This design comes from an exercise in tuning for small area and few clock cycles per item on the open sky130 flow, not from production work.
Function was checked by simulation only, so behaviour that the tests miss may differ from the original.
Power is estimated from default activity; no workload was simulated.

==> flow/design.v, too long to show whole: its modules and the start of the top module <==
// module register_file: 38 lines
// module alu: 54 lines
// module mul_array: 989 lines
// module datapath_top: 131 lines
module datapath_top (
	input  logic clk,
	input  logic reset,
	input  logic in_valid,
	input  logic [data_w-1:0] in_instr,
	input  logic res_ready,
	output logic in_ready,
	output logic res_valid,
	output logic [reg_idx_w-1:0] res_dest,
	output logic [2*data_w-1:0] res_z
);
  // ...
==> flow/flow/run.sh <==
#!/bin/bash
# The standard layout, with two changes:
# - synthesis runs Yosys's synth without its early ABC pass and without the
#   Kogge-Stone carry map (-noabc replaces the default SYNTH_OPERATIONS_ARGS),
#   so full-adder extraction sees the adder rows as written; registers are
#   mapped exactly as in the standard synthesis;
# - every port still gets its own buffer, but a buf_1 rather than a delay cell.
set -euo pipefail
export SYNTH_OPERATIONS_ARGS=-noabc
export BUFFER_PORTS_ARGS="-buffer_cell sky130_fd_sc_hd__buf_1"
bash standard.sh synth > synth.log 2>&1
bash standard.sh > layout.log 2>&1
==> flow/standard.sh <==
#!/bin/bash
# synth_recipe.tcl (not shown) runs the flow's synth.tcl, then flattens the netlist and writes it again
# the make line also repeats each setting of config.mk as NAME=value (left out here)
make -C /OpenROAD-flow-scripts/flow DESIGN_CONFIG=/design/flow/config.mk WORK_HOME=/design/flow/orfs CLKGATE_MAP_FILE= SYNTH_SCRIPT=/design/flow/synth_recipe.tcl "${@:-finish}"
==> flow/config.mk <==
export PLATFORM = sky130hd
export DESIGN_NAME = datapath_top
export DESIGN_NICKNAME = datapath_top
export VERILOG_FILES = /design/flow/design.v
export SDC_FILE = /design/flow/constraint.sdc
export NUM_CORES = 4
export LEC_CHECK = 0
export CAP_MARGIN = 20
export CORE_MARGIN = 2
export CORE_UTILIZATION = 55
export CTS_CLUSTER_DIAMETER = 80
export CTS_CLUSTER_SIZE = 20
export SETUP_SLACK_MARGIN = 0.5
export SLEW_MARGIN = 20
==> flow/constraint.sdc <==
create_clock -name core_clock -period 12.0 [get_ports {clk}]
set_input_delay 2.4000 -clock core_clock [delete_from_list [all_inputs] [get_ports {clk}]]
set_output_delay 2.4000 -clock core_clock [all_outputs]
set_load 0.01 [all_outputs]
==> flow_metrics.py, run 1 <==
metrics = {
    "run_status": {
        "status": "complete, no violations",
    },
    "sta": {
        "hold_ws_ns": 0.585,
        "setup-tns-final_ns": 0,
        "slew-limit-headroom_pct": 9.96,
        "postLayoutSetupSlackWorst_ns": 0.359,
    },
    "worst_setup_path": {
        "cp_num_buf_inv": 5,
        "cp-start-kind": "input pin",
        "most_common_cell_type_on_the_critical_path": "sky130_fd_sc_hd__fa_1",
    },
    "placed_design": {
        "dp_worst_setup_slack_ns": -0.499,
        "routabilityCongestion": 1.14,
        "dpl-instance-area_um2": 43800,
    },
    "clock_network": {
        "tritoncts": "yes",
        "postCtsSetupRepairBufs": 4,
    },
    "drt": {
        "initialDrtViolationCount": 8990,
        "met2_wl_mm": 84.6,
    },
    "die": {
        "die_w_um": 276,
        "floorplan.initialDensity_pct": 55.7,
        "chipHeight_um": 276,
    },
    "final_layout": {
        "layout-drive-gt1-share_pct": 17.0,
        "multi_input_area_share_pct": 48.8,
        "finish.net_count": 4111,
        "regArea_um2": 17500,
        "area_share_nonclk_buffers_pct": 6.85,
    },
    "grt": {
        "grt_use_met2_pct": 76.0,
        "globalRoute.busiestLayer": "met2",
        "first_pass_grt_wire_length_mm": 292,
        "grt_max_degree": 55,
    },
    "min_path": {
        "min_path_type": "flop to flop",
    },
    "pwr": {
        "peakVddDrop_v": 0.000158,
    },
    "synth": {
        "synth.ff_latch_count": 583,
        "syn_area_um2": 40700,
        "synth_fp_nets": 3961,
        "synth_adder_area_share_pct": 12.8,
    },
}
Testbench counts, summed over its fixed seeds: cycles 18,252, items 16,000.
==> module datapath_top, before the edit <==
module datapath_top (
	input  logic clk,
	input  logic reset,
	input  logic in_valid,
	input  logic [data_w-1:0] in_instr,
	input  logic res_ready,
	output logic in_ready,
	output logic res_valid,
	output logic [reg_idx_w-1:0] res_dest,
	output logic [2*data_w-1:0] res_z
);
	localparam int mul_w = 8;
	localparam int mul_steps = data_w / mul_w;
	localparam int step_w = 2;     
	logic [opcode_w-1:0] opcode;
	logic [reg_idx_w-1:0] ra;
	logic [data_w-1:0] imm;
	logic legal;
	logic is_imm;
	logic is_mul;
	logic out_free;
	logic last_step;
	logic short_mul;
	logic take;
	logic step_en;
	logic mul_step;
	logic [step_w-1:0] step;
	logic [data_w-1:0] rd_a;
	logic [data_w-1:0] rd_b;
	logic [data_w-1:0] operand_b;
	logic [data_w-1:0] result;
	logic [mul_w-1:0] b_part;
	logic [data_w-1:0] acc_hi;
	logic carry_in;
	logic [data_w+mul_w-1:0] mul_sum;
	assign opcode = in_instr[opcode_lsb +: opcode_w];
	assign ra = in_instr[ra_lsb +: reg_idx_w];
	assign imm = {{(data_w-imm_w){in_instr[imm_w-1]}}, in_instr[imm_w-1:0]};
	always_comb begin
		case (opcode)
			op_add, op_sub, op_and, op_or,
			op_shr, op_shl, op_ror, op_rol,
			op_addi, op_andi, op_ori,
			op_mul, op_neg, op_not: legal = 1'b1;
			default: legal = 1'b0;
		endcase
	end
	assign is_imm = (opcode == op_addi) || (opcode == op_andi) || (opcode == op_ori);
	assign is_mul = (opcode == op_mul);
	assign out_free = ~res_valid | res_ready;
	assign short_mul = is_mul & (step == '0) & ~|rd_b[data_w-1:mul_w];
	assign last_step = (step == step_w'(mul_steps - 1)) | short_mul;
	assign in_ready = ~legal | (out_free & (~is_mul | last_step));
	assign take = in_valid & legal & in_ready;
	assign step_en = in_valid & legal & out_free;
	assign mul_step = step_en & is_mul;
	register_file register_file_inst (
		.clk(clk),
		.reset(reset),
		.rd_a_idx(in_instr[rb_lsb +: reg_idx_w]),
		.rd_b_idx(in_instr[rc_lsb +: reg_idx_w]),
		.wr_en(step_en & ~is_mul),
		.wr_idx(ra),
		.wr_data(result),
		.rd_a(rd_a),
		.rd_b(rd_b)
	);
	assign operand_b = is_imm ? imm : rd_b;
	alu alu_inst (
		.op(opcode),
		.a(rd_a),
		.b(operand_b),
		.sum(mul_sum[data_w-1:0]),
		.result(result)
	);
	always_comb begin
		b_part = '0;
		acc_hi = '0;
		carry_in = 1'b0;
		case (opcode)
			op_mul: begin
				b_part = rd_b[step*mul_w +: mul_w];
				if (step != '0)
					acc_hi = res_z[2*data_w-1:data_w];
			end
			op_add, op_addi: begin
				b_part = mul_w'(1);
				acc_hi = operand_b;
			end
			op_sub: begin
				b_part = mul_w'(1);
				acc_hi = ~rd_b;
				carry_in = 1'b1;
			end
			op_neg: begin
				acc_hi = ~rd_a;
				carry_in = 1'b1;
			end
			default: ;
		endcase
	end
	mul_array mul_array_inst (
		.a(rd_a),
		.b(b_part),
		.h(acc_hi),
		.cin(carry_in),
		.s(mul_sum)
	);
	always_ff @(posedge clk) begin
		if (reset) begin
			step <= '0;
			res_valid <= 1'b0;
		end else begin
			if (mul_step)
				step <= last_step ? '0 : step + 1'b1;
			if (take)
				res_valid <= 1'b1;
			else if (res_ready)
				res_valid <= 1'b0;
		end
	end
	always_ff @(posedge clk) begin
		if (step_en) begin
			if (is_mul & ~short_mul)
				res_z <= {mul_sum, res_z[data_w-1:mul_w]};
			else
				res_z <= {{(data_w-mul_w){1'b0}}, short_mul ? mul_sum[data_w +: mul_w] : {mul_w{1'b0}}, result};
			res_dest <= ra;
		end
	end
endmodule
==> run 2: changes to the inputs <==
--- a/flow/design.v
+++ b/flow/design.v
@@ -1242,8 +1242,7 @@
 			step <= '0;
 			res_valid <= 1'b0;
 		end else begin
-			if (mul_step)
-				step <= last_step ? '0 : step + 1'b1;
+			step <= (mul_step & ~last_step) ? step + 1'b1 : '0;
 			if (take)
 				res_valid <= 1'b1;
 			else if (res_ready)
--- a/flow/config.mk
+++ b/flow/config.mk
@@ -7,8 +7,8 @@
 export LEC_CHECK = 0
 export CAP_MARGIN = 20
 export CORE_MARGIN = 2
-export CORE_UTILIZATION = 55
+export CORE_UTILIZATION = 60
 export CTS_CLUSTER_DIAMETER = 80
-export CTS_CLUSTER_SIZE = 20
+export CTS_CLUSTER_SIZE = 25
 export SETUP_SLACK_MARGIN = 0.5
 export SLEW_MARGIN = 20
==> run 2 against run 1 <==
Effect of this change: first-iteration DRC count rose by 9.6%; die area is 8.4% lower; via count increased by 0.90%; wire length fell by 2.3%; utilization up 4.8 points; clock skew fell by 0.0057 ns; power down 2.6%; worst hold slack improved by 0.019 ns; fmax fell by 2.0%; critical path type unchanged; critical endpoint is now register_file_inst.regs[3][31]; largest cell class unchanged.
==> flow_metrics.py, run 2 <==
metrics = {
    "clock_network": {
        "postCtsSetupRepairBufs": 0,
        "post_cts_hold_buffer_count": 0,
        "clkSinkCount": 583,
        "cts.repair.resized": 0,
        "tritoncts": "yes",
        "clk_path_buf_depth": 3,
        "cts_max_level": 2,
        "tritoncts.num_buffers": 38,
        "clk-insertion-delay-late_ns": 0.67,
        "cts.root.buffer_cell": "sky130_fd_sc_hd__clkbuf_16",
        "clk_pin_slew_ns": 0.08,
    },
    "die": {
        "chipHeight_um": 264,
        "rows": 95,
        "placeableCoreArea_um2": 67200,
        "die_w_um": 264,
        "die_area_um2": 69900,
        "floorplan.initialDensity_pct": 60.5,
        "pin_count": 106,
    },
    "worst_setup_path": {
        "cell_by_cell_listing_of_the_critical_path": "clkbuf_4, nor2_2, a32oi_1, o2111ai_2, buf_4, o21ai_0, o21ai_0, fa_1, fa_1, fa_1, fa_1, ha_1, or2_2, a21oi_1, o22ai_1, a31o_2, a41oi_1, nand2b_1, a21o_1, fa_1, xnor2_1, o22a_1, nand2_1, o21a_1",
        "cp-start-kind": "input pin",
        "cp_num_buf_inv": 2,
        "crit_path_end_kind": "flop",
        "required_ns": 12.26,
        "worst-setup-path-type": "input pin to flop",
        "timing.critical_path.slowest_cell_delay_ns": 1.18,
        "most_common_cell_type_on_the_critical_path": "sky130_fd_sc_hd__fa_1",
        "worst-path-max-fanout": 32,
        "reg2reg_to": "register_file_inst.regs[3][31]",
        "crit_path_top_delay_cell": "sky130_fd_sc_hd__nor2_2",
        "critPathTopFamily": "compound AO/OA/AOI/OAI gates",
        "r2r_startpoint": "register_file_inst.regs[13][25]",
        "r2r_cells": 24,
        "arrival_time_at_the_worst_endpoint_ns": 12.13,
        "rrSetupSlack_ns": 2.55,
    },
    "grt": {
        "antenna_found_initial": 24,
        "first_pass_grt_wire_length_mm": 286,
        "grt_max_degree": 71,
        "grt_overflow": 0,
        "gr-usage-all-layers_pct": 58.7,
        "first_global_vias": 38100,
    },
    "final_layout": {
        "layout-drive-gt1-share_pct": 17.3,
        "layout.cells.most_common": "sky130_fd_sc_hd__edfxtp_1",
        "final_cell_area_um2": 44800,
        "top_flop_regs": "register_file_inst.regs x512, res_z x64, res_dest x4",
        "largest-register": "register_file_inst.regs",
        "n_fill_cell": 4937,
        "flip_flop_count_of_the_largest_register_all_copies_and_words_added": 512,
        "area_growth_syn_to_layout_pct": 10.3,
        "finish.net_count": 4030,
        "final_cell_mix": "sky130_fd_sc_hd__edfxtp_1 (580), sky130_fd_sc_hd__nor2_1 (400), sky130_fd_sc_hd__buf_4 (306), sky130_fd_sc_hd__fa_1 (231), sky130_fd_sc_hd__nand2_1 (160)",
    },
    "synth": {
        "ys.flop_type": "sky130_fd_sc_hd__edfxtp_1",
        "synthXorXnorAreaFrac_pct": 0.554,
        "yosys-top-cells-count": "sky130_fd_sc_hd__edfxtp_1 (580), sky130_fd_sc_hd__nor2_1 (407), sky130_fd_sc_hd__fa_1 (231), sky130_fd_sc_hd__clkbuf_1 (173), sky130_fd_sc_hd__nand2_1 (171)",
        "yosys.area_share.simple_pct": 12.4,
        "dominant_combinational_cell_family_by_area_after_synthesis": "compound AO/OA/AOI/OAI gates",
        "post_synth_num_cell_types": 110,
        "synth_fp_nets": 3887,
        "synthArstFlopShare_pct": 0,
        "seq_area_frac_synth_pct": 43.0,
        "synth_compound_area_share_pct": 19.3,
        "post-synth-top-area-cell": "sky130_fd_sc_hd__edfxtp_1",
        "synth.avg_cell_area_um2": 11.4,
        "synth.ff_latch_count": 583,
        "yosys.cell_count.top_type": "sky130_fd_sc_hd__edfxtp_1",
        "yosys_warnings": 6,
        "synthTopCellsByArea": "sky130_fd_sc_hd__edfxtp_1 (43%), sky130_fd_sc_hd__fa_1 (11%), sky130_fd_sc_hd__nor2_1 (3.8%), sky130_fd_sc_hd__mux2i_1 (3.4%), sky130_fd_sc_hd__mux2_2 (2.7%)",
        "synth_top_cell_area_share_pct": 42.8,
        "synth_enable_flop_cells": 580,
        "postSynthCellCount": 3572,
        "synth_adder_area_share_pct": 12.9,
        "syn_area_um2": 40700,
        "post_synth_mux_area_share_pct": 7.71,
    },
    "pwr": {
        "p_total_mw": 5.77,
        "power_leakage_nw": 17.3,
        "pwr_density_cell_nw_per_um2": 129,
        "peakVddDrop_v": 0.000172,
    },
    "sta": {
        "setup-tns-final_ns": 0,
        "final_setup_violation_count": 0,
        "slew-limit-headroom_pct": 6.60,
        "grt_setup_unrepaired": "false",
        "finalHoldViolCount": 0,
        "finalCriticalPeriod_ns": 11.88,
        "layout_worst_path_cycle_share_pct": 99.0,
        "maxSlewViolCount": 0,
        "tightest_slew_ns": 1.40,
        "timing.fmax_mhz": 84.2,
        "skew_ns": 0.0494,
    },
    "min_path": {
        "hold_crit_depth": 2,
        "holdPathEnd": "res_z[5]",
        "hold_start": "res_z[13]",
        "min_path_type": "flop to flop",
    },
    "drt": {
        "num_vias": 39700,
        "totalWireLength_mm": 208,
        "initialDrtViolationCount": 9851,
        "detail_route.first_pass.iterations": 21,
        "vias_per_cell": 8.58,
        "detail_route.drc_violations": 0,
        "ant_nets": 0,
        "met2_wl_mm": 81.2,
        "highest_layer": "met5",
        "route.met3.wl_mm": 38.2,
        "m1WireLength_mm": 60.7,
        "post_drt_wl_per_cell_um": 44.9,
    },
    "placed_design": {
        "place.port_buffers": 105,
        "routabilityCongestion": 1.19,
        "dpl-instance-area_um2": 43400,
        "detailed_place_hpwl_mm": 144,
    },
    "run_status": {
        "status": "complete, no violations",
    },
    "run": {
        "timing.max_cap.violations": 0,
    },
}
-- run 2: cell types whose count changed after synthesis, sizes merged, moves of 16 or more --
cell,change
nor3,-67
mux2i,-24
o22ai,+43
a211oi,-43
o211ai,+18
o21a,+16
o211a,-16
nand2,-37
a22oi,+24
-- run 2: worst reg2reg max path: stages, from the launching register on --
cell                       delay, ns
sky130_fd_sc_hd__edfxtp_1       0.42
sky130_fd_sc_hd__mux2i_1        0.70
sky130_fd_sc_hd__o22ai_1        0.31
sky130_fd_sc_hd__a221oi_1       0.28
sky130_fd_sc_hd__o211ai_1       0.39
sky130_fd_sc_hd__mux4_2         0.57
sky130_fd_sc_hd__nand2_1        0.18
sky130_fd_sc_hd__nor2_1         0.09
sky130_fd_sc_hd__fa_1           0.59
sky130_fd_sc_hd__fa_1           0.45
sky130_fd_sc_hd__fa_1           0.52
sky130_fd_sc_hd__fa_1           0.55
sky130_fd_sc_hd__ha_1           0.33
sky130_fd_sc_hd__nor2b_1        0.15
sky130_fd_sc_hd__or4_1          0.56
sky130_fd_sc_hd__a221o_1        0.39
sky130_fd_sc_hd__a31o_2         0.26
sky130_fd_sc_hd__a41oi_1        0.27
sky130_fd_sc_hd__nand2b_1       0.09
sky130_fd_sc_hd__a21o_1         0.20
sky130_fd_sc_hd__fa_1           0.43
sky130_fd_sc_hd__xnor2_1        0.42
sky130_fd_sc_hd__o22a_1         0.20
sky130_fd_sc_hd__nand2_1        0.15
sky130_fd_sc_hd__o21a_1         0.54
-- run 2: through the flow --
| step | worst slack, ns | cells | hold WS [ns] | util, % |
|---|---|---|---|---|
| finish | 0.124 | 4631 | 0.604 | 66.8 |
| global route | 0.577 | 4611 | 0.640 | 66.7 |
| CTS | 0.914 | 4607 | 0.602 | 66.6 |
| detailed placement | 0.330 | 4548 | 0.583 | 64.6 |
| global placement | 0.341 | 4548 | 0.576 | 64.6 |
| floorplan | 1.43 | 3572 | 0.602 | - |
-- run 2: where the power goes --
part           total, mW  switching, mW  leakage (nW)  internal, mW
Combinational       1.70           1.22          10.8         0.484
Clock               1.51          0.843         0.629         0.664
Sequential          2.56          0.118          5.95          2.44
-- run 2: worst max-delay path by stage --
stage / start / end / slack (ns) / depth (start not counted)
6_report: in_instr[15] / register_file_inst.regs[3][31] / 0.12 / 24
5_1_grt: in_instr[15] / register_file_inst.regs[5][31] / 0.58 / 25
4_1_cts: in_instr[16] / register_file_inst.regs[7][31] / 0.91 / 25
3_5_place_dp: in_instr[15] / register_file_inst.regs[11][29] / 0.33 / 23
3_3_place_gp: in_instr[17] / register_file_inst.regs[9][31] / 0.34 / 25
2_1_floorplan: in_instr[18] / register_file_inst.regs[0][30] / 1.43 / 29
-- run 2: cell type report --
class                   count  area, um2  area share [%]
clock buffers              39        976            2.18
repair buffers            420       2900            6.48
clock inverters            20        335           0.748
flip-flops and latches    583      17500            39.0
inverters                  29        109           0.243
well taps                 873       1090            2.44
multi-input cells        2643      21900            48.8
diodes                     24       60.1           0.134
-- run 2: layer usage --
layer | track usage [%] | up-vias
met5 | 5.27 | -
met4 | 55.1 | 16
met3 | 30.7 | 1884
met2 | 80.5 | 5064
met1 | 64.7 | 18600
li1 | - | 14200
-- run 2: cell families after synthesis --
| logic type | after synthesis |
|---|---|
| simple gates | 1009 |
| compound gates | 1059 |
| xor+xnor | 24 |
| fa+ha+maj | 279 |
| flops | 583 |
| buf+inv | 346 |
| mux | 272 |
Testbench counts of run 2, summed over its fixed seeds: cycles 18,252, items 16,000.

static timing again, ports no longer ideal:
How much do the figures lean on ideal ports? The routed layouts below were timed once more, with nothing changed but the port constraints.
Step 1: set_driving_cell puts a clkbuf_16 on clk and a buf_2 on each other input, an assumption about the parent block.
Step 2 adds t to the input delays and takes it off the output delays; t is the mean of the earliest and latest rising clock arrival at the registers after step 1. Input paths then give back, and output paths get back, about the clock's delay inside the block.
Slacks: no drivers / after step 1 / after step 2; pairs: no drivers / after step 1.
run | t, ns | setup WS [ns] | worst setup path at the end | slew at the worst register clock pin (ns) | worst slew at a driven data input, ns
run 1 | 0.714 | 0.359 / 0.411 / -0.302 | input to register | 0.10 / 0.10 | 0.05
run 2 | 0.712 | 0.124 / 0.168 / -0.543 | input to register | 0.10 / 0.10 | 0.05
With both steps, setup timing fails in run 1 and run 2, where it was met with ideal ports. The setup slack of run 2, which loses most, moves by +0.044 ns with the drivers and by -0.667 ns with both steps.
